Background: an optimization exercise with open tools, aiming at small area, a short achievable clock period and few clock cycles. Do not read the settings as production practice. The RTL was checked by simulation tests, not by an equivalence proof against the original design.

Design dirty_page_display_refresh_core, start of the top module:
module dirty_page_display_refresh_core
(
   input  logic                                clock,
   input  logic                                reset,
   input  logic                                req_valid,
   output logic                                req_stall,
   input  logic [7:0]                          req_byte,
   input  logic                                req_frame_start,
   output logic                                rsp_valid,
   input  logic                                rsp_stall,
   output logic                                rsp_is_data,
   output logic [63:0]                         rsp_payload,
   output logic [3:0]                          rsp_byte_count,
   output logic                                rsp_write_end,
   output logic                                rsp_last,
   input  logic                                csr_valid,
   output logic                                csr_ready,
   input  logic [1:0]                          csr_index,
   input  logic [7:0]                          csr_wdata
);
make LEC_CHECK=0 ABC_CLOCK_PERIOD_IN_PS=3000 CAP_MARGIN=20 CORE_ASPECT_RATIO=2 CORE_MARGIN=2 CORE_UTILIZATION=60 CTS_BUF_LIST=sky130_fd_sc_hd__clkbuf_16 CTS_CLUSTER_DIAMETER=70 CTS_CLUSTER_SIZE=26 PLACE_DENSITY=0.7 SETUP_SLACK_MARGIN=5 SLEW_MARGIN=20 SYNTH_MEMORY_MAX_BITS=16384 finish   # period 8.0 ns
run.sh (not shown) runs the stock make flow with config.mk's settings and CLKGATE_MAP_FILE= SYNTH_SCRIPT=/design/flow/synth_recipe.tcl, a recipe that flattens the netlist after the stock synthesis.
Testbench counts at the start, summed over its fixed seeds: cycles 49,905.
Rerun with:
--- a/flow/design.v
+++ b/flow/design.v
@@ -35,36 +35,40 @@
          end
       end
    end
    always_ff @(posedge clock) begin
       ring <= ring_in;
    end
    always_comb begin
       for (int j = 0; j < NT; j++) tap_q[j] = ring[8*(j*K) +: 8];
-      for (int i = 0; i < NWIN; i++) win_q[i] = ring[8*((WOFF+8+i*WS)%N) +: 8];
+      for (int i = 0; i < NWIN; i++) win_q[i] = ring[8*((WOFF+9+i*WS)%N) +: 8];
    end
    logic [7:0] tap_grp [NT/16];
    always_comb begin
       for (int h = 0; h < NT/16; h++) begin
          tap_grp[h] = '0;
          for (int l = 0; l < 16; l++) tap_grp[h] |= tap_q[16*h+l] & {8{cmp_lo[l]}};
          cmp_diff[h] = cmp_hi[h] && ((tap_grp[h] ^ cmp_byte) != 8'd0);
       end
    end
    logic [7:0] win_grp [NWIN/16];
+   logic [7:0] win_grp_ff [NWIN/16];
+   logic [NWIN/16-1:0] rd_hi_ff;
    always_comb begin
-      rd_byte = '0;
       for (int h = 0; h < NWIN/16; h++) begin
          win_grp[h] = '0;
          for (int l = 0; l < 16; l++) win_grp[h] |= win_q[16*h+l] & {8{rd_lo[l]}};
-         rd_byte |= win_grp[h] & {8{rd_hi[h]}};
       end
+      rd_byte = '0;
+      for (int h = 0; h < NWIN/16; h++) rd_byte |= win_grp_ff[h] & {8{rd_hi_ff[h]}};
    end
    always_ff @(posedge clock) begin
+      for (int h = 0; h < NWIN/16; h++) win_grp_ff[h] <= win_grp[h];
+      rd_hi_ff <= rd_hi;
       rd_hist <= {rd_byte ^ {8{rd_inv}}, rd_hist[63:8]};
    end
    assign rd_data = rd_hist;
 endmodule
 module dirty_page_display_refresh_core
 (
    input  logic                                clock,
    input  logic                                reset,
@@ -89,17 +93,17 @@
    localparam int NWIN = 64;
    localparam int WOFF = 5;
    localparam int LK = $clog2(K);
    localparam int NT = N / K;
    localparam int LT = $clog2(NT);
    localparam int WS = N / NWIN;
    localparam int LS = $clog2(WS);
    localparam int LW = $clog2(NWIN);
-   localparam int RT0 = (WOFF + 8) / K + 1;
+   localparam int RT0 = (WOFF + 9) / K + 1;
    logic [7:0] cols_ff;     
    logic [3:0] pages_ff;    
    assign csr_ready = 1'b1;
    always_ff @(posedge clock) begin
       if (reset) begin
          cols_ff <= 8'd128;
          pages_ff <= 4'd8;
       end else if (csr_valid) begin
@@ -123,17 +127,18 @@
    logic [7:0]     ram_wr_lo;
    logic [NT/16-1:0] ram_rd_hi;
    logic [15:0]    ram_rd_lo;
    logic [7:0]     ram_wr_data;
    logic [3:0]     ram_cmp_diff;
    logic [7:0]     ram_cmp_byte;
    logic [NWIN/16-1:0] r_rd_hi;    
    logic [15:0]    r_rd_lo;
-   logic           r_rd_inv;   
+   logic           r_rd_inv_e;  
+   logic           r_rd_inv;    
    logic [63:0]    ram_rd_data;
    dpdr_ram #(.N(N), .K(K), .NWIN(NWIN), .WOFF(WOFF)) u_ring (
       .clock   (clock),
       .wr_hi   (ram_wr_hi),
       .wr_lo   (ram_wr_lo),
       .wr_data (ram_wr_data),
       .cmp_hi  (ram_rd_hi),
       .cmp_lo  (ram_rd_lo),
@@ -348,16 +353,17 @@
    logic [2:0]    r_page;
    logic [1:0]    r_step;     
    logic [3:0]    r_word;
    logic [9:0]    r_slot;
    logic          r_match;
    logic [LW-1:0] r_win;
    logic [LW-1:0] r_win_next;
    logic [2:0]    r_age;      
+   logic [2:0]    r_age_d;    
    logic [2:0]    r_age_next;
    logic [3:0]    r_count;
    logic          r_final;
    logic          r_done;
    logic        out_free;
    logic        load;
    logic        adv;
    logic [9:0]  r_slot_next;
@@ -448,23 +454,25 @@
             r_step <= r_step + 2'd1;
          end
       end
    end
    always_ff @(posedge clock) begin
       if (sq_pop) r_page <= sq[sq_rd];
       r_word <= r_word_next;
       r_slot <= r_slot_next;
-      r_match <= r_match_next && (r_age == 3'd7);
+      r_match <= r_match_next && (r_age_d == 3'd7);
+      r_age_d <= r_age;
       r_win <= r_win_next;
       r_final <= r_final_next;
       r_count <= r_count_next;
       for (int l = 0; l < 16; l++) r_rd_lo[l] <= (r_win_next[3:0] == 4'(l));
       for (int h = 0; h < NWIN/16; h++) r_rd_hi[h] <= (r_win_next[LW-1:4] == (LW-4)'(h));
-      r_rd_inv <= ((RT0 + int'(r_win_next) * (WS/K)) % 2 == 0);
+      r_rd_inv_e <= ((RT0 + int'(r_win_next) * (WS/K)) % 2 == 0);
+      r_rd_inv <= r_rd_inv_e;
    end
    always_comb begin
       r_data = '0;
       for (int i = 0; i < 8; i++) begin
          if (4'(i) < r_count) r_data[8*i +: 8] = ram_rd_data[8*i +: 8];
       end
    end
    always_comb begin
Result: Utilization hardly moves; wire length rose slightly; non-clock buffer count fell by 3; fmax fell slightly; die area rose slightly; cell area rose slightly; first-iteration DRC count rose slightly; global-route usage is about the same; worst setup slack gets worse by 0.014 ns; via count rose slightly.
Testbench counts after the change, summed over its fixed seeds: cycles 50,049.

## static timing again, ports no longer ideal
How much do the figures lean on ideal ports? The routed layouts below were timed once more, with nothing changed but the port constraints. Step 1 sets driving cells, clkbuf_16 on the clock port and buf_2 on the other inputs (assumed; they add their load-dependent delay and slew). Step 2 also shifts input and output timing later by t, the mid clock arrival at the registers, as if the neighbouring blocks saw the same clock. a / b / c = ideal / step 1 / step 2; a / b = the first two.
| run | t (ns) | setup slack, ns | clock arrival spread, ns |
|---|---|---|---|
| the first run | 1.021 | 4.928 / 4.864 / 4.141 | 0.086 / 0.086 |
| the second run | 1.052 | 4.914 / 4.795 / 4.122 | 0.100 / 0.100 |
After both steps setup and hold are still met in every run listed. The setup slack of the second run, which loses most, moves by -0.119 ns with the drivers and by -0.792 ns with both steps.
